This design comes from an exercise in tuning for small area and a short achievable clock period on the open sky130 flow, not from production work.
In this exercise RTL edits were held to simulation tests only and were not proved equivalent to the original.
Power and IR drop assume default switching activity.

## try-sierra
Design mult_28_pipe, start of the top module:
module mult_28_pipe #(
    parameter int          LOGQ  = 28,
    parameter int unsigned PRIME = 32'h0FFF_0001,
    parameter int          TAGW  = 8
) (
    input  logic                CLK,
    input  logic                RSTN,
    input  logic                EN,
    input  logic                IN_VALID,
    input  logic [LOGQ-1:0]     A,
    input  logic [LOGQ-1:0]     B,
    input  logic [TAGW-1:0]     IN_TAG,
    output logic                OUT_VALID,
    output logic [2*LOGQ-1:0]   PROD,
    output logic [TAGW-1:0]     OUT_TAG,
    output logic                BUSY,
    output logic                RANGE_ERR
);
    if (LOGQ != 28 || PRIME == 0 || PRIME >= (32'd1 << LOGQ)) begin : g_param_check
        $error("mult_28_pipe: unsupported LOGQ/PRIME");
    end
    logic r_v1, r_v2, r_v3;
    always_ff @(posedge CLK or negedge RSTN) begin
        if (!RSTN) begin
            r_v1 <= 1'b0;
            r_v2 <= 1'b0;
            r_v3 <= 1'b0;
        end else if (EN) begin
            r_v1 <= IN_VALID;
            r_v2 <= r_v1;
            r_v3 <= r_v2;
        end
    end
    logic [30:0] w_bx;
    assign w_bx = {2'b0, B, 1'b0};
    logic [9:0] w_m1, w_m2, w_m3, w_m4;
    logic [8:0] w_neg;
    for (genvar j = 0; j < 10; j++) begin : g_enc
        logic [3:0] w_q;
        assign w_q = w_bx[3*j+3:3*j];
        assign w_m1[j] = (w_q == 4'b0001) | (w_q == 4'b0010) | (w_q == 4'b1101) | (w_q == 4'b1110);
        assign w_m2[j] = (w_q == 4'b0011) | (w_q == 4'b0100) | (w_q == 4'b1011) | (w_q == 4'b1100);
        assign w_m3[j] = (w_q == 4'b0101) | (w_q == 4'b0110) | (w_q == 4'b1001) | (w_q == 4'b1010);
        assign w_m4[j] = (w_q == 4'b0111) | (w_q == 4'b1000);
        if (j < 9) begin : g_neg
            assign w_neg[j] = w_q[3];
        end
    end
    logic [LOGQ+1:0] w_a3;
    assign w_a3[0] = A[0];
    wire tg533 = A[1] & A[0];
    wire tp534 = A[1] ^ A[0];
    wire tg535 = A[2] & A[1];
    wire tp536 = A[2] ^ A[1];
    wire tg537 = A[3] & A[2];
    wire tp538 = A[3] ^ A[2];
    wire tg539 = A[4] & A[3];
    wire tp540 = A[4] ^ A[3];
    wire tg541 = A[5] & A[4];
    wire tp542 = A[5] ^ A[4];
    wire tg543 = A[6] & A[5];
    wire tp544 = A[6] ^ A[5];
    wire tg545 = A[7] & A[6];
    wire tp546 = A[7] ^ A[6];
    wire tg547 = A[8] & A[7];
    wire tp548 = A[8] ^ A[7];
    wire tg549 = A[9] & A[8];
  ...
clock: 6.5 ns
lec_check: 0
abc_area: 1
cap_margin: 20
core_margin: 2
core_utilization: 40
setup_slack_margin: 3.0
slew_margin: 20
standard.sh (not shown) runs the stock make flow with config.mk's settings and CLKGATE_MAP_FILE= SYNTH_SCRIPT=/design/flow/synth_recipe.tcl, a recipe that flattens the netlist after the stock synthesis.
==> flow/flow/run.sh <==
#!/bin/bash
# Own layout flow: the standard flow (standard.sh), except that synthesis
# runs ORFS's synth.tcl with Yosys's "synth -run fine:" given -noabc, so the
# generic ABC pass does not restructure the carry-save adders before
# extract_fa maps them onto full-adder cells (it otherwise leaves an inverter
# on many adder-to-adder nets). Port buffers are plain buf_1 cells instead of
# delay buffers, and clock tree synthesis adds no dummy loads and builds the
# tree from clkbuf_4/clkbuf_8. Everything else is the standard flow.
set -euo pipefail
here=$(pwd)
# Modified copy of ORFS's synth.tcl
sed 's/synth -top $::env(DESIGN_NAME) -run fine: {\*}$synth_full_args/synth -top $::env(DESIGN_NAME) -run fine: -noabc {*}$synth_full_args/' \
    "$FLOW_HOME/scripts/synth.tcl" > "$here/flow_synth.tcl"
grep -q -- '-run fine: -noabc' "$here/flow_synth.tcl"
# synth_recipe.tcl with the modified synth.tcl in place of ORFS's
sed "s#source \$::env(SCRIPTS_DIR)/synth.tcl#source $here/flow_synth.tcl#" \
    "$here/synth_recipe.tcl" > "$here/flow_synth_recipe.tcl"
grep -q "flow_synth.tcl" "$here/flow_synth_recipe.tcl"
# standard.sh with that synthesis script
sed "s#SYNTH_SCRIPT=$here/synth_recipe.tcl#SYNTH_SCRIPT=$here/flow_synth_recipe.tcl#" \
    "$here/standard.sh" > "$here/flow_standard.sh"
grep -q "flow_synth_recipe.tcl" "$here/flow_standard.sh"
export BUFFER_PORTS_ARGS="-buffer_cell sky130_fd_sc_hd__buf_1"
export CTS_ARGS="-sink_clustering_enable -repair_clock_nets -dont_use_dummy_load -buf_list {sky130_fd_sc_hd__clkbuf_4 sky130_fd_sc_hd__clkbuf_8}"
bash "$here/flow_standard.sh" > "$here/flow_make.log" 2>&1
For try-tundra, these inputs were changed with respect to try-sierra:
diff --git a/flow/flow/run.sh b/flow/flow/run.sh
--- a/flow/flow/run.sh
+++ b/flow/flow/run.sh
@@ -6,3 +6 @@
-# on many adder-to-adder nets). Port buffers are plain buf_1 cells instead of
-# delay buffers, and clock tree synthesis adds no dummy loads and builds the
-# tree from clkbuf_4/clkbuf_8. Everything else is the standard flow.
+# on many adder-to-adder nets). Everything else is the standard flow.
@@ -23,2 +20,0 @@
-export BUFFER_PORTS_ARGS="-buffer_cell sky130_fd_sc_hd__buf_1"
-export CTS_ARGS="-sink_clustering_enable -repair_clock_nets -dont_use_dummy_load -buf_list {sky130_fd_sc_hd__clkbuf_4 sky130_fd_sc_hd__clkbuf_8}"
--- outcome ---
Compared with try-sierra, try-tundra degrades leakage dissipation. The launch point of the critical path comes out d_neg[0] in one run and a3[0] in the other, namely in try-tundra and try-sierra respectively. Routability-driven placement congestion ratio came out lower on try-tundra than on try-sierra. Between try-sierra and try-tundra, the global-route met3 utilization is higher for try-tundra. Non-clock buffer count delta for try-tundra relative to try-sierra: 10 lower. Data arrival time of the critical path, try-sierra and try-tundra: lower on try-tundra.
Changes in try-zinc relative to try-tundra:
Settings: putting PLACE_DENSITY at 0.7 where nothing was set; swapping 40 for 55 in CORE_UTILIZATION.
diff --git a/flow/flow/run.sh b/flow/flow/run.sh
--- a/flow/flow/run.sh
+++ b/flow/flow/run.sh
@@ -6 +6,4 @@
-# on many adder-to-adder nets). Everything else is the standard flow.
+# on many adder-to-adder nets). Port buffers are plain buf_1 cells instead of
+# delay buffers, and clock tree synthesis adds no dummy loads and builds the
+# tree from clkbuf_4. Gate resizing may change a cell's footprint
+# (MATCH_CELL_FOOTPRINT=0). Everything else is the standard flow.
@@ -18 +21,2 @@
-sed "s#SYNTH_SCRIPT=$here/synth_recipe.tcl#SYNTH_SCRIPT=$here/flow_synth_recipe.tcl#" \
+sed -e "s#SYNTH_SCRIPT=$here/synth_recipe.tcl#SYNTH_SCRIPT=$here/flow_synth_recipe.tcl#" \
+    -e "s#CLKGATE_MAP_FILE= #CLKGATE_MAP_FILE= MATCH_CELL_FOOTPRINT=0 #" \
@@ -20,0 +25,3 @@
+grep -q "MATCH_CELL_FOOTPRINT=0" "$here/flow_standard.sh"
+export BUFFER_PORTS_ARGS="-buffer_cell sky130_fd_sc_hd__buf_1"
+export CTS_ARGS="-sink_clustering_enable -repair_clock_nets -dont_use_dummy_load -buf_list {sky130_fd_sc_hd__clkbuf_4}"
## What came out
Between try-zinc and try-tundra, it is try-zinc whose first-pass iteration count of the detailed router is higher, by 1. In the metrics for try-tundra and try-zinc, the one carrying the lower count of cells along the worst register-to-register path is try-zinc. Setup slack: try-zinc vs try-tundra down 0.021 ns. Sum of routed wire segments on met1: try-zinc vs try-tundra down 560 um. Comparing try-tundra and try-zinc, met3 wire length is lower on try-tundra.
diff inputs: try-zinc => try-delta
Settings: changing CORE_UTILIZATION from 55 to 40; removing PLACE_DENSITY (formerly 0.7); changing SETUP_SLACK_MARGIN from 3.0 to 3.5.
diff --git a/flow/flow/run.sh b/flow/flow/run.sh
--- a/flow/flow/run.sh
+++ b/flow/flow/run.sh
@@ -8,2 +8 @@
-# tree from clkbuf_4. Gate resizing may change a cell's footprint
-# (MATCH_CELL_FOOTPRINT=0). Everything else is the standard flow.
+# tree from clkbuf_4. Everything else is the standard flow.
@@ -21,2 +20 @@
-sed -e "s#SYNTH_SCRIPT=$here/synth_recipe.tcl#SYNTH_SCRIPT=$here/flow_synth_recipe.tcl#" \
-    -e "s#CLKGATE_MAP_FILE= #CLKGATE_MAP_FILE= MATCH_CELL_FOOTPRINT=0 #" \
+sed "s#SYNTH_SCRIPT=$here/synth_recipe.tcl#SYNTH_SCRIPT=$here/flow_synth_recipe.tcl#" \
@@ -25 +22,0 @@
-grep -q "MATCH_CELL_FOOTPRINT=0" "$here/flow_standard.sh"
Notes after the runs:
Compared with try-zinc, in try-delta final design area excluding fillers has increased, instance count on the critical path has increased, setup slack at placement has increased, average via count per standard cell has decreased, total detailed-routing wirelength has increased. try-delta vs try-zinc on largest stage delay on the critical path: try-delta is the lower one. try-zinc has higher transition at the pin with the smallest max-transition slack than try-delta. Power drawn by the clock network across try-delta and try-zinc: no real change.
Input-level comparison between try-amber and try-delta:
Settings: swapping 3.5 for 2.5 in SETUP_SLACK_MARGIN.
[summary]
- Re number of max-slew violations in the final report: no difference whatsoever between try-amber and try-delta.
- Looking at combinational power, try-amber sits about 30% lower than try-delta does.
- try-amber vs try-delta: power dissipated by switching net loads down by more than 10%
Setup changes, try-amber to try-pepper
Settings: SETUP_SLACK_MARGIN now 3.0, was 2.5.
diff --git a/flow/flow/run.sh b/flow/flow/run.sh
--- a/flow/flow/run.sh
+++ b/flow/flow/run.sh
@@ -8 +8,2 @@
-# tree from clkbuf_4. Everything else is the standard flow.
+# tree from clkbuf_4. Gate resizing may change a cell's footprint
+# (MATCH_CELL_FOOTPRINT=0). Everything else is the standard flow.
@@ -20 +21,2 @@
-sed "s#SYNTH_SCRIPT=$here/synth_recipe.tcl#SYNTH_SCRIPT=$here/flow_synth_recipe.tcl#" \
+sed -e "s#SYNTH_SCRIPT=$here/synth_recipe.tcl#SYNTH_SCRIPT=$here/flow_synth_recipe.tcl#" \
+    -e "s#CLKGATE_MAP_FILE= #CLKGATE_MAP_FILE= MATCH_CELL_FOOTPRINT=0 #" \
@@ -22,0 +25 @@
+grep -q "MATCH_CELL_FOOTPRINT=0" "$here/flow_standard.sh"
Notes after the runs:
- Going from try-amber to try-pepper, power in sequential cells shrank slightly.
- Share of power burned in combinational logic in try-pepper is 1.3 points above try-amber.
- Transition at the pin with the smallest max-transition slack ended up 0.077 ns lower on try-pepper than on try-amber.
- Between try-amber and try-pepper, the flow reports leakage power figure increasing by a few percent.
- From try-amber to try-pepper, sequential cell area in the final layout did not move at all.
- Diff try-pepper..try-amber | final sum of negative setup slack | unchanged
- try-pepper reports its end of the critical path as r2_q[76] while try-amber reports r2_q[67].
- Going from try-amber to try-pepper, count of nets after finishing grew by a few percent.
- Re layout buffer count excluding clock buffers: try-pepper is about 54% up on try-amber.
- Total power (higher): try-pepper

re-timing with driven ports:
The results above use ideal ports. As a check the final layouts listed here were re-extracted and re-timed, cells and wires unchanged.
Step 1, drivers: a clkbuf_16 drives CLK and a buf_2 each remaining input, both assumed.
Step 2 moves the port delays by t, midway between the first and last clock arrival at a register: inputs arrive t later, outputs are due t later. That takes back most of the time a late clock gives input paths.
Three values: ideal, step 1, step 2; two values: the first two.
| run | t (ns) | setup slack, ns | clock arrival spread, ns | worst register clock-pin slew, ns | worst data-port slew with drivers (ns) |
|---|---|---|---|---|---|
| try-sierra | 0.704 | 2.949 / 2.949 / 2.586 | 0.047 / 0.047 | 0.06 / 0.06 | 0.05 |
| try-tundra | 0.636 | 2.926 / 2.926 / 2.568 | 0.032 / 0.032 | 0.07 / 0.07 | 0.05 |
| try-zinc | 0.865 | 2.905 / 2.905 / 2.488 | 0.146 / 0.146 | 0.07 / 0.07 | 0.04 |
| try-delta | 0.873 | 3.147 / 3.147 / 2.873 | 0.109 / 0.109 | 0.07 / 0.07 | 0.04 |
| try-amber | 0.929 | 2.476 / 2.476 / 2.476 | 0.109 / 0.109 | 0.08 / 0.08 | 0.05 |
| try-pepper | 0.938 | 2.967 / 2.967 / 2.596 | 0.111 / 0.110 | 0.07 / 0.07 | 0.05 |
After both steps every run listed still meets setup and hold. The setup slack of try-zinc, which loses most, moves by 0.000 ns with the drivers and by -0.417 ns with both steps.
